Source: an optimization exercise on an open RTL-to-GDS flow (aim: small area and a short achievable clock period). Production flows keep margins and buffers that such runs may drop. Only simulation tests tie the RTL to the original design; equivalence was not proved. No activity file was given, so power comes from the tool's default toggle rates.

==> run D: inputs <==
// exe_top
module exe_top (
   input  logic                          clk,
   input  logic                          reset_i,
   input  logic                          valid_i,
   input  exe_pkg::xlen_t                pc_i,
   input  exe_pkg::xlen_t                imm_i,
   input  exe_pkg::xlen_t                rs1_data_i,
   input  exe_pkg::xlen_t                rs2_data_i,
   input  exe_pkg::xlen_t                wrb_rd_data_i,
   input  logic                          fwd_wrb_rs1_i,
   input  logic                          fwd_wrb_rs2_i,
   input  exe_ops_pkg::alu_op_e          alu_op_i,
   input  exe_ops_pkg::br_op_e           br_op_i,
   input  exe_ops_pkg::opr1_sel_e        opr1_sel_i,
   input  exe_ops_pkg::opr2_sel_e        opr2_sel_i,
   input  exe_ops_pkg::cmp_opr2_sel_e    cmp_opr2_sel_i,
   input  logic                          jump_req_i,
   input  logic                          branch_req_i,
   input  exe_pkg::reg_addr_t            rd_addr_i,
   input  logic                          rd_wr_req_i,
   output logic                          valid_o,
   output exe_pkg::xlen_t                alu_result_o,
   output exe_pkg::xlen_t                store_data_o,
   output exe_pkg::reg_addr_t            rd_addr_o,
   output logic                          rd_wr_req_o,
   output logic                          redirect_o,
   output exe_pkg::xlen_t                pc_new_o
);
export LEC_CHECK = 0
export ABC_AREA = 1
export CAP_MARGIN = 20
export CORE_MARGIN = 2
export CORE_UTILIZATION = 40
export SETUP_SLACK_MARGIN = 4
export SLEW_MARGIN = 20
export TNS_END_PERCENT = 0
create_clock -name core_clock -period 8.0 [get_ports {clk}]
standard.sh (not shown) runs the stock make flow with config.mk's settings and CLKGATE_MAP_FILE= SYNTH_SCRIPT=/design/flow/synth_recipe.tcl, a recipe that flattens the netlist after the stock synthesis.
==> flow/flow/run.sh <==
#!/bin/bash
# Standard layout, with the port buffers made from the smallest plain buffer
# instead of the delay buffer buffer_ports would pick on its own.
set -euo pipefail
export BUFFER_PORTS_ARGS="-buffer_cell sky130_fd_sc_hd__buf_1"
bash standard.sh finish > standard_flow.log 2>&1
==> inputs of run Y, as changes to run D <==
--- a/flow/design.v
+++ b/flow/design.v
@@ -84,22 +84,23 @@
 `timescale 1ns/1ps
 `default_nettype none
 module exe_alu (
    input  exe_pkg::xlen_t         opr1_i,
    input  exe_pkg::xlen_t         opr2_i,
    input  exe_pkg::xlen_t         cmp_opr1_i,
    input  exe_pkg::xlen_t         cmp_opr2_i,
    input  exe_ops_pkg::alu_op_e   alu_op_i,
-   input  exe_ops_pkg::br_op_e    br_op_i,
    output exe_pkg::xlen_t         alu_result_o,
    output exe_pkg::shamt_t        shamt_o,
    output logic                   shift_rev_o,
    output logic                   shift_arith_o,
-   output logic                   branch_taken_o
+   output logic                   cmp_eq_o,
+   output logic                   cmp_ltu_o,
+   output logic                   cmp_lt_o
 );
    localparam int XLEN = exe_pkg::XLEN;
    localparam int MSB  = XLEN - 1;
    logic op_add, op_sub, op_and, op_or, op_xor, op_sll, op_srl, op_sra;
    logic op_cp1, op_cp2, op_slt, op_sltu;
    always_comb begin
       op_add  = (alu_op_i == exe_ops_pkg::ALU_OP_ADD);
       op_sub  = (alu_op_i == exe_ops_pkg::ALU_OP_SUB);
@@ -411,27 +412,19 @@
       for (int k = XLEN-2; k >= 0; k--) begin
          ct_lt[k] = ct_lt[2*k+1] | (ct_eq[2*k+1] & ct_lt[2*k+2]);
          ct_eq[k] = ct_eq[2*k+1] & ct_eq[2*k+2];
       end
    end
    assign cmp_eq  = ct_eq[0];
    assign cmp_ltu = ct_lt[0];
    assign cmp_lt  = cmp_ltu ^ cmp_opr1_i[MSB] ^ cmp_opr2_i[MSB];
-   always_comb begin
-      case (br_op_i)
-         exe_ops_pkg::BR_OP_EQ:  branch_taken_o = cmp_eq;
-         exe_ops_pkg::BR_OP_NE:  branch_taken_o = ~cmp_eq;
-         exe_ops_pkg::BR_OP_LT:  branch_taken_o = cmp_lt;
-         exe_ops_pkg::BR_OP_GE:  branch_taken_o = ~cmp_lt;
-         exe_ops_pkg::BR_OP_LTU: branch_taken_o = cmp_ltu;
-         exe_ops_pkg::BR_OP_GEU: branch_taken_o = ~cmp_ltu;
-         default:                branch_taken_o = 1'b0;
-      endcase
-   end
+   assign cmp_eq_o  = cmp_eq;
+   assign cmp_ltu_o = cmp_ltu;
+   assign cmp_lt_o  = cmp_lt;
    assign alu_result_o =
         ({XLEN{op_add | op_sub}}  & adder_out)
       | ({XLEN{op_and | op_or}}   & add_g)
       | ({XLEN{op_xor | op_or}}   & add_p)
       | ({XLEN{op_sll}}           & opr1_rev)
       | ({XLEN{op_cp1 | op_srl | op_sra}} & opr1_i)
       | ({XLEN{op_cp2}}           & opr2_i)
       | exe_pkg::xlen_t'((op_slt & cmp_lt) | (op_sltu & cmp_ltu));
@@ -447,36 +440,64 @@
    input  exe_pkg::shamt_t       shamt_i,
    input  logic                  shift_rev_i,
    input  logic                  shift_arith_i,
    input  exe_pkg::xlen_t        rs2_fwd_i,
    input  exe_pkg::reg_addr_t    rd_addr_i,
    input  logic                  rd_wr_req_i,
    input  logic                  jump_req_i,
    input  logic                  branch_req_i,
-   input  logic                  branch_taken_i,
+   input  exe_ops_pkg::br_op_e   br_op_i,
+   input  logic                  cmp_eq_i,
+   input  logic                  cmp_ltu_i,
+   input  logic                  cmp_lt_i,
    output logic                  valid_o,
    output exe_pkg::xlen_t        alu_result_o,
    output exe_pkg::xlen_t        store_data_o,
    output exe_pkg::reg_addr_t    rd_addr_o,
    output logic                  rd_wr_req_o,
    output logic                  redirect_o,
    output exe_pkg::xlen_t        pc_new_o
 );
+   logic                jump_q;
+   logic                branch_q;
+   exe_ops_pkg::br_op_e br_op_q;
+   logic                cmp_eq_q, cmp_ltu_q, cmp_lt_q;
+   logic                taken;
    always_ff @(posedge clk) begin
       if (reset_i) begin
          valid_o     <= 1'b0;
          rd_wr_req_o <= 1'b0;
-         redirect_o  <= 1'b0;
+         jump_q      <= 1'b0;
+         branch_q    <= 1'b0;
       end else begin
          valid_o     <= valid_i;
          rd_wr_req_o <= valid_i & rd_wr_req_i;
-         redirect_o  <= valid_i & (jump_req_i | (branch_req_i & branch_taken_i));
+         jump_q      <= valid_i & jump_req_i;
+         branch_q    <= valid_i & branch_req_i;
       end
    end
+   always_ff @(posedge clk) begin
+      br_op_q   <= br_op_i;
+      cmp_eq_q  <= cmp_eq_i;
+      cmp_ltu_q <= cmp_ltu_i;
+      cmp_lt_q  <= cmp_lt_i;
+   end
+   always_comb begin
+      case (br_op_q)
+         exe_ops_pkg::BR_OP_EQ:  taken = cmp_eq_q;
+         exe_ops_pkg::BR_OP_NE:  taken = ~cmp_eq_q;
+         exe_ops_pkg::BR_OP_LT:  taken = cmp_lt_q;
+         exe_ops_pkg::BR_OP_GE:  taken = ~cmp_lt_q;
+         exe_ops_pkg::BR_OP_LTU: taken = cmp_ltu_q;
+         exe_ops_pkg::BR_OP_GEU: taken = ~cmp_ltu_q;
+         default:                taken = 1'b0;
+      endcase
+   end
+   assign redirect_o = jump_q | (branch_q & taken);
    exe_pkg::xlen_t  result_q;
    exe_pkg::shamt_t shamt_q;
    logic            shift_rev_q;
    logic            shift_arith_q;
    always_ff @(posedge clk) begin
       result_q      <= alu_result_i;
       shamt_q       <= shamt_i;
       shift_rev_q   <= shift_rev_i;
@@ -522,17 +543,17 @@
    output exe_pkg::xlen_t                store_data_o,
    output exe_pkg::reg_addr_t            rd_addr_o,
    output logic                          rd_wr_req_o,
    output logic                          redirect_o,
    output exe_pkg::xlen_t                pc_new_o
 );
    exe_pkg::xlen_t rs2_fwd;
    exe_pkg::xlen_t alu_result;
-   logic           branch_taken;
+   logic           cmp_eq, cmp_ltu, cmp_lt;
    exe_pkg::shamt_t shamt;
    logic           shift_rev;
    logic           shift_arith;
    exe_pkg::xlen_t opr1;
    exe_pkg::xlen_t opr2;
    exe_pkg::xlen_t cmp_opr1;
    exe_pkg::xlen_t cmp_opr2;
    exe_operand_select operand_select_i (
@@ -553,37 +574,41 @@
       .rs2_fwd_o      (rs2_fwd)
    );
    exe_alu alu_i (
       .opr1_i         (opr1),
       .opr2_i         (opr2),
       .cmp_opr1_i     (cmp_opr1),
       .cmp_opr2_i     (cmp_opr2),
       .alu_op_i       (alu_op_i),
-      .br_op_i        (br_op_i),
       .alu_result_o   (alu_result),
       .shamt_o        (shamt),
       .shift_rev_o    (shift_rev),
       .shift_arith_o  (shift_arith),
-      .branch_taken_o (branch_taken)
+      .cmp_eq_o       (cmp_eq),
+      .cmp_ltu_o      (cmp_ltu),
+      .cmp_lt_o       (cmp_lt)
    );
    exe_result_stage result_stage_i (
       .clk            (clk),
       .reset_i        (reset_i),
       .valid_i        (valid_i),
       .alu_result_i   (alu_result),
       .shamt_i        (shamt),
       .shift_rev_i    (shift_rev),
       .shift_arith_i  (shift_arith),
       .rs2_fwd_i      (rs2_fwd),
       .rd_addr_i      (rd_addr_i),
       .rd_wr_req_i    (rd_wr_req_i),
       .jump_req_i     (jump_req_i),
       .branch_req_i   (branch_req_i),
-      .branch_taken_i (branch_taken),
+      .br_op_i        (br_op_i),
+      .cmp_eq_i       (cmp_eq),
+      .cmp_ltu_i      (cmp_ltu),
+      .cmp_lt_i       (cmp_lt),
       .valid_o        (valid_o),
       .alu_result_o   (alu_result_o),
       .store_data_o   (store_data_o),
       .rd_addr_o      (rd_addr_o),
       .rd_wr_req_o    (rd_wr_req_o),
       .redirect_o     (redirect_o),
       .pc_new_o       (pc_new_o)
    );
==> flow/flow/run.sh (replaced) <==
#!/bin/bash
# Standard layout, with two changes: the port buffers are made from the
# smallest plain buffer instead of the delay buffer buffer_ports would pick on
# its own, and the buffers ABC inserted during synthesis are removed at
# floorplan (repair_design and repair_timing then buffer only where needed).
set -euo pipefail
export BUFFER_PORTS_ARGS="-buffer_cell sky130_fd_sc_hd__buf_1"
export REMOVE_ABC_BUFFERS=1
bash standard.sh finish > standard_flow.log 2>&1
==> inputs of run G, as changes to run D <==
--- a/flow/design.v
+++ b/flow/design.v
@@ -84,22 +84,24 @@
 `timescale 1ns/1ps
 `default_nettype none
 module exe_alu (
    input  exe_pkg::xlen_t         opr1_i,
    input  exe_pkg::xlen_t         opr2_i,
    input  exe_pkg::xlen_t         cmp_opr1_i,
    input  exe_pkg::xlen_t         cmp_opr2_i,
    input  exe_ops_pkg::alu_op_e   alu_op_i,
-   input  exe_ops_pkg::br_op_e    br_op_i,
    output exe_pkg::xlen_t         alu_result_o,
+   output exe_pkg::xlen_t         carry_o,
    output exe_pkg::shamt_t        shamt_o,
    output logic                   shift_rev_o,
    output logic                   shift_arith_o,
-   output logic                   branch_taken_o
+   output logic                   cmp_eq_o,
+   output logic                   cmp_ltu_o,
+   output logic                   cmp_lt_o
 );
    localparam int XLEN = exe_pkg::XLEN;
    localparam int MSB  = XLEN - 1;
    logic op_add, op_sub, op_and, op_or, op_xor, op_sll, op_srl, op_sra;
    logic op_cp1, op_cp2, op_slt, op_sltu;
    always_comb begin
       op_add  = (alu_op_i == exe_ops_pkg::ALU_OP_ADD);
       op_sub  = (alu_op_i == exe_ops_pkg::ALU_OP_SUB);
@@ -411,90 +413,138 @@
       for (int k = XLEN-2; k >= 0; k--) begin
          ct_lt[k] = ct_lt[2*k+1] | (ct_eq[2*k+1] & ct_lt[2*k+2]);
          ct_eq[k] = ct_eq[2*k+1] & ct_eq[2*k+2];
       end
    end
    assign cmp_eq  = ct_eq[0];
    assign cmp_ltu = ct_lt[0];
    assign cmp_lt  = cmp_ltu ^ cmp_opr1_i[MSB] ^ cmp_opr2_i[MSB];
-   always_comb begin
-      case (br_op_i)
-         exe_ops_pkg::BR_OP_EQ:  branch_taken_o = cmp_eq;
-         exe_ops_pkg::BR_OP_NE:  branch_taken_o = ~cmp_eq;
-         exe_ops_pkg::BR_OP_LT:  branch_taken_o = cmp_lt;
-         exe_ops_pkg::BR_OP_GE:  branch_taken_o = ~cmp_lt;
-         exe_ops_pkg::BR_OP_LTU: branch_taken_o = cmp_ltu;
-         exe_ops_pkg::BR_OP_GEU: branch_taken_o = ~cmp_ltu;
-         default:                branch_taken_o = 1'b0;
-      endcase
-   end
+   assign cmp_eq_o  = cmp_eq;
+   assign cmp_ltu_o = cmp_ltu;
+   assign cmp_lt_o  = cmp_lt;
+   localparam int LATE = 16;   
+   logic is_add;
+   assign is_add = op_add | op_sub;
+   assign carry_o = {add_c[MSB:LATE] & {(XLEN-LATE){is_add}}, {LATE{1'b0}}};
    assign alu_result_o =
-        ({XLEN{op_add | op_sub}}  & adder_out)
+        ({XLEN{is_add}} & {add_p[MSB:LATE], adder_out[LATE-1:0]})
       | ({XLEN{op_and | op_or}}   & add_g)
       | ({XLEN{op_xor | op_or}}   & add_p)
       | ({XLEN{op_sll}}           & opr1_rev)
       | ({XLEN{op_cp1 | op_srl | op_sra}} & opr1_i)
       | ({XLEN{op_cp2}}           & opr2_i)
       | exe_pkg::xlen_t'((op_slt & cmp_lt) | (op_sltu & cmp_ltu));
 endmodule
 `default_nettype wire
 `timescale 1ns/1ps
 `default_nettype none
 module exe_result_stage (
    input  logic                  clk,
    input  logic                  reset_i,
    input  logic                  valid_i,
    input  exe_pkg::xlen_t        alu_result_i,
+   input  exe_pkg::xlen_t        carry_i,
    input  exe_pkg::shamt_t       shamt_i,
    input  logic                  shift_rev_i,
    input  logic                  shift_arith_i,
    input  exe_pkg::xlen_t        rs2_fwd_i,
    input  exe_pkg::reg_addr_t    rd_addr_i,
    input  logic                  rd_wr_req_i,
    input  logic                  jump_req_i,
    input  logic                  branch_req_i,
-   input  logic                  branch_taken_i,
+   input  exe_ops_pkg::br_op_e   br_op_i,
+   input  logic                  cmp_eq_i,
+   input  logic                  cmp_ltu_i,
+   input  logic                  cmp_lt_i,
    output logic                  valid_o,
    output exe_pkg::xlen_t        alu_result_o,
    output exe_pkg::xlen_t        store_data_o,
    output exe_pkg::reg_addr_t    rd_addr_o,
    output logic                  rd_wr_req_o,
    output logic                  redirect_o,
    output exe_pkg::xlen_t        pc_new_o
 );
+   logic                jump_q;
+   logic                branch_q;
+   exe_ops_pkg::br_op_e br_op_q;
+   logic                cmp_eq_q, cmp_ltu_q, cmp_lt_q;
+   logic                taken;
    always_ff @(posedge clk) begin
       if (reset_i) begin
          valid_o     <= 1'b0;
          rd_wr_req_o <= 1'b0;
-         redirect_o  <= 1'b0;
+         jump_q      <= 1'b0;
+         branch_q    <= 1'b0;
       end else begin
          valid_o     <= valid_i;
          rd_wr_req_o <= valid_i & rd_wr_req_i;
-         redirect_o  <= valid_i & (jump_req_i | (branch_req_i & branch_taken_i));
+         jump_q      <= valid_i & jump_req_i;
+         branch_q    <= valid_i & branch_req_i;
       end
    end
-   exe_pkg::xlen_t  result_q;
-   exe_pkg::shamt_t shamt_q;
-   logic            shift_rev_q;
-   logic            shift_arith_q;
+   always_ff @(posedge clk) begin
+      br_op_q   <= br_op_i;
+      cmp_eq_q  <= cmp_eq_i;
+      cmp_ltu_q <= cmp_ltu_i;
+      cmp_lt_q  <= cmp_lt_i;
+   end
+   always_comb begin
+      case (br_op_q)
+         exe_ops_pkg::BR_OP_EQ:  taken = cmp_eq_q;
+         exe_ops_pkg::BR_OP_NE:  taken = ~cmp_eq_q;
+         exe_ops_pkg::BR_OP_LT:  taken = cmp_lt_q;
+         exe_ops_pkg::BR_OP_GE:  taken = ~cmp_lt_q;
+         exe_ops_pkg::BR_OP_LTU: taken = cmp_ltu_q;
+         exe_ops_pkg::BR_OP_GEU: taken = ~cmp_ltu_q;
+         default:                taken = 1'b0;
+      endcase
+   end
+   assign redirect_o = jump_q | (branch_q & taken);
+   localparam int XLEN = exe_pkg::XLEN;
+   exe_pkg::xlen_t result_q;
+   exe_pkg::xlen_t carry_q;
+   exe_pkg::xlen_t sh_in;
+   logic [3:0]     sel0_q, sel1_q, sel2_q;
+   logic           shift_arith_q;
    always_ff @(posedge clk) begin
       result_q      <= alu_result_i;
-      shamt_q       <= shamt_i;
-      shift_rev_q   <= shift_rev_i;
+      carry_q       <= carry_i;
       shift_arith_q <= shift_arith_i;
+      for (int k = 0; k < 4; k++) begin
+         sel0_q[k] <= (shamt_i[1:0] == 2'(k));
+         sel1_q[k] <= (shamt_i[3:2] == 2'(k));
+         sel2_q[k] <= ({shift_rev_i, shamt_i[4]} == 2'(k));
+      end
       store_data_o  <= rs2_fwd_i;
       rd_addr_o     <= rd_addr_i;
    end
-   exe_pkg::xlen_t sh_out;
-   assign sh_out = exe_pkg::xlen_t'($signed({shift_arith_q & result_q[exe_pkg::XLEN-1], result_q})
-                                    >>> shamt_q);
+   logic                fill;
+   logic [XLEN+15:0]    ext0, ext1;
+   exe_pkg::xlen_t      sh0, sh1;
+   assign sh_in = result_q ^ carry_q;
+   assign fill  = shift_arith_q & sh_in[XLEN-1];
+   assign ext0  = {{16{fill}}, sh_in};
+   always_comb begin
+      for (int i = 0; i < XLEN; i++)
+         sh0[i] = (sel0_q[0] & ext0[i])     | (sel0_q[1] & ext0[i+1])
+                | (sel0_q[2] & ext0[i+2])   | (sel0_q[3] & ext0[i+3]);
+   end
+   assign ext1 = {{16{fill}}, sh0};
    always_comb begin
-      for (int i = 0; i < exe_pkg::XLEN; i++)
-         alu_result_o[i] = shift_rev_q ? sh_out[exe_pkg::XLEN-1-i] : sh_out[i];
+      for (int i = 0; i < XLEN; i++)
+         sh1[i] = (sel1_q[0] & ext1[i])     | (sel1_q[1] & ext1[i+4])
+                | (sel1_q[2] & ext1[i+8])   | (sel1_q[3] & ext1[i+12]);
+   end
+   logic [XLEN+15:0] ext2;
+   assign ext2 = {{16{fill}}, sh1};
+   always_comb begin
+      for (int i = 0; i < XLEN; i++)
+         alu_result_o[i] = (sel2_q[0] & ext2[i])          | (sel2_q[1] & ext2[i+16])
+                         | (sel2_q[2] & ext2[XLEN-1-i])   | (sel2_q[3] & ext2[XLEN-1-i+16]);
    end
    assign pc_new_o = {alu_result_o[exe_pkg::XLEN-1:exe_pkg::PC_ALIGN_BITS],
                       {exe_pkg::PC_ALIGN_BITS{1'b0}}};
 endmodule
 `default_nettype wire
 `timescale 1ns/1ps
 `default_nettype none
 module exe_top (
@@ -522,17 +572,18 @@
    output exe_pkg::xlen_t                store_data_o,
    output exe_pkg::reg_addr_t            rd_addr_o,
    output logic                          rd_wr_req_o,
    output logic                          redirect_o,
    output exe_pkg::xlen_t                pc_new_o
 );
    exe_pkg::xlen_t rs2_fwd;
    exe_pkg::xlen_t alu_result;
-   logic           branch_taken;
+   exe_pkg::xlen_t carry;
+   logic           cmp_eq, cmp_ltu, cmp_lt;
    exe_pkg::shamt_t shamt;
    logic           shift_rev;
    logic           shift_arith;
    exe_pkg::xlen_t opr1;
    exe_pkg::xlen_t opr2;
    exe_pkg::xlen_t cmp_opr1;
    exe_pkg::xlen_t cmp_opr2;
    exe_operand_select operand_select_i (
@@ -553,37 +604,43 @@
       .rs2_fwd_o      (rs2_fwd)
    );
    exe_alu alu_i (
       .opr1_i         (opr1),
       .opr2_i         (opr2),
       .cmp_opr1_i     (cmp_opr1),
       .cmp_opr2_i     (cmp_opr2),
       .alu_op_i       (alu_op_i),
-      .br_op_i        (br_op_i),
       .alu_result_o   (alu_result),
+      .carry_o        (carry),
       .shamt_o        (shamt),
       .shift_rev_o    (shift_rev),
       .shift_arith_o  (shift_arith),
-      .branch_taken_o (branch_taken)
+      .cmp_eq_o       (cmp_eq),
+      .cmp_ltu_o      (cmp_ltu),
+      .cmp_lt_o       (cmp_lt)
    );
    exe_result_stage result_stage_i (
       .clk            (clk),
       .reset_i        (reset_i),
       .valid_i        (valid_i),
       .alu_result_i   (alu_result),
+      .carry_i        (carry),
       .shamt_i        (shamt),
       .shift_rev_i    (shift_rev),
       .shift_arith_i  (shift_arith),
       .rs2_fwd_i      (rs2_fwd),
       .rd_addr_i      (rd_addr_i),
       .rd_wr_req_i    (rd_wr_req_i),
       .jump_req_i     (jump_req_i),
       .branch_req_i   (branch_req_i),
-      .branch_taken_i (branch_taken),
+      .br_op_i        (br_op_i),
+      .cmp_eq_i       (cmp_eq),
+      .cmp_ltu_i      (cmp_ltu),
+      .cmp_lt_i       (cmp_lt),
       .valid_o        (valid_o),
       .alu_result_o   (alu_result_o),
       .store_data_o   (store_data_o),
       .rd_addr_o      (rd_addr_o),
       .rd_wr_req_o    (rd_wr_req_o),
       .redirect_o     (redirect_o),
       .pc_new_o       (pc_new_o)
    );
==> flow/flow/run.sh (replaced) <==
#!/bin/bash
# Standard layout, with two changes: the port buffers are made from the
# smallest plain buffer instead of the delay buffer buffer_ports would pick on
# its own, and the buffers ABC inserted during synthesis are removed at
# floorplan (repair_design and repair_timing then buffer only where needed).
set -euo pipefail
export BUFFER_PORTS_ARGS="-buffer_cell sky130_fd_sc_hd__buf_1"
export REMOVE_ABC_BUFFERS=1
bash standard.sh finish > standard_flow.log 2>&1
- SETUP_SLACK_MARGIN: 4 -> 4.25
==> parameters.txt <==
Parameter                              Value

Status
  Result of the run    finished clean

Synthesis
  Main combinational cell family by area after synthesis    compound AO/OA/AOI/OAI gates
  Leading cell types by count after synthesis    nand2_1, o21ai_0, inv_1, nor2_1, a21oi_1
  Count of unique library cells instantiated by Yosys    52
  Post-synthesis mux area share    0.818%

GRT
  Met1 track demand over resource    40.2%
  Wire length of the first global-routing pass    64.0 mm
  Global-route usage over all layers    31.9%

Detailed routing
  Total met3 wirelength after detailed routing    3.73 mm

Clock network
  Number of sinks on the clock net    79
  Setup repair bufs after CTS    12

Pwr
  Comb power    1260 uW
  Power attributed to sequential cells    474 uW

Die
  Full die area    25,800 sq um
  Horizontal die dimension    160 microns
  Y dimension of the die    160 microns
  Std-Cell Core Area    24,200 sq um

Layout
  Count of buffers not belonging to the clock network in the layout    339

Critical path
  Slowest stage cell on the critical path    ha_4

Timing
  Post-layout minimum cycle time    4.00 ns
[end of results for run D]
==> parameters.txt <==
Parameter                              Value

Synthesis
  Count of unique library cells instantiated by Yosys    50
  Leading cell types by count after synthesis    nand2_1, inv_1, o21ai_0, a21oi_1, dfxtp_1
  Main combinational cell family by area after synthesis    simple AND/OR/NAND/NOR gates
  Post-synthesis mux area share    0.199%

Critical path
  Slowest stage cell on the critical path    xor2_1

Die
  Y dimension of the die    168 microns
  Horizontal die dimension    168 microns
  Full die area    28,100 sq um

Pwr
  Comb power    1150 uW
  Power attributed to sequential cells    634 uW

Clock network
  Setup repair bufs after CTS    12
  Number of sinks on the clock net    108

Status
  Result of the run    finished clean

Detailed routing
  Total met3 wirelength after detailed routing    3.02 mm
[end of results for run G]
==> parameters.txt <==
Parameter                              Value

Status
  Result of the run    finished clean

Layout
  FF+latch area    1740 sq um
  Synthesis-to-layout area growth    17.0%

Die
  Std-Cell Core Area    24,500 sq um

Timing
  Fmax    0.249 GHz

Pwr
  Power attributed to sequential cells    513 uW
  Comb power    1090 uW

Critical path
  Kind of launch point of the worst setup path    input pin
  Slowest stage cell on the critical path    a2111oi_1

GRT
  Global-route usage over all layers    28.5%
  Met1 track demand over resource    35.6%

Detailed routing
  Total met3 wirelength after detailed routing    2.00 mm

Synthesis
  Main combinational cell family by area after synthesis    simple AND/OR/NAND/NOR gates

Clock network
  Setup repair bufs after CTS    4
  Number of sinks on the clock net    86
[end of results for run Y]

port drivers added, routing unchanged:
Ports are ideal in the flow. The routed layouts listed here were re-timed in OpenROAD.
Step 1 assumes that a clkbuf_16 drives the clock port and a buf_2 every other input.
Step 2 times the ports against the registers' clock, not the clock port: input delays grow and output delays shrink by t, the midpoint of the rising clock arrivals with the driver on.
Slacks: ideal / step 1 / step 2; pairs: ideal / step 1.
run | t (ns) | setup slack, ns | worst setup path after step 2 | worst register clock-pin slew, ns | worst data-port slew with drivers (ns)
run D | 0.405 | 4.001 / 4.005 / 3.626 | input to register | 0.07 / 0.07 | 0.10
run Y | 0.416 | 3.978 / 3.960 / 3.543 | input to register | 0.08 / 0.08 | 0.15
run G | 0.409 | 4.268 / 4.225 / 3.866 | input to register | 0.10 / 0.10 | 0.05
After both steps every run listed still meets setup and hold. The setup slack of run Y, which loses most, moves by -0.018 ns with the drivers and by -0.435 ns with both steps.
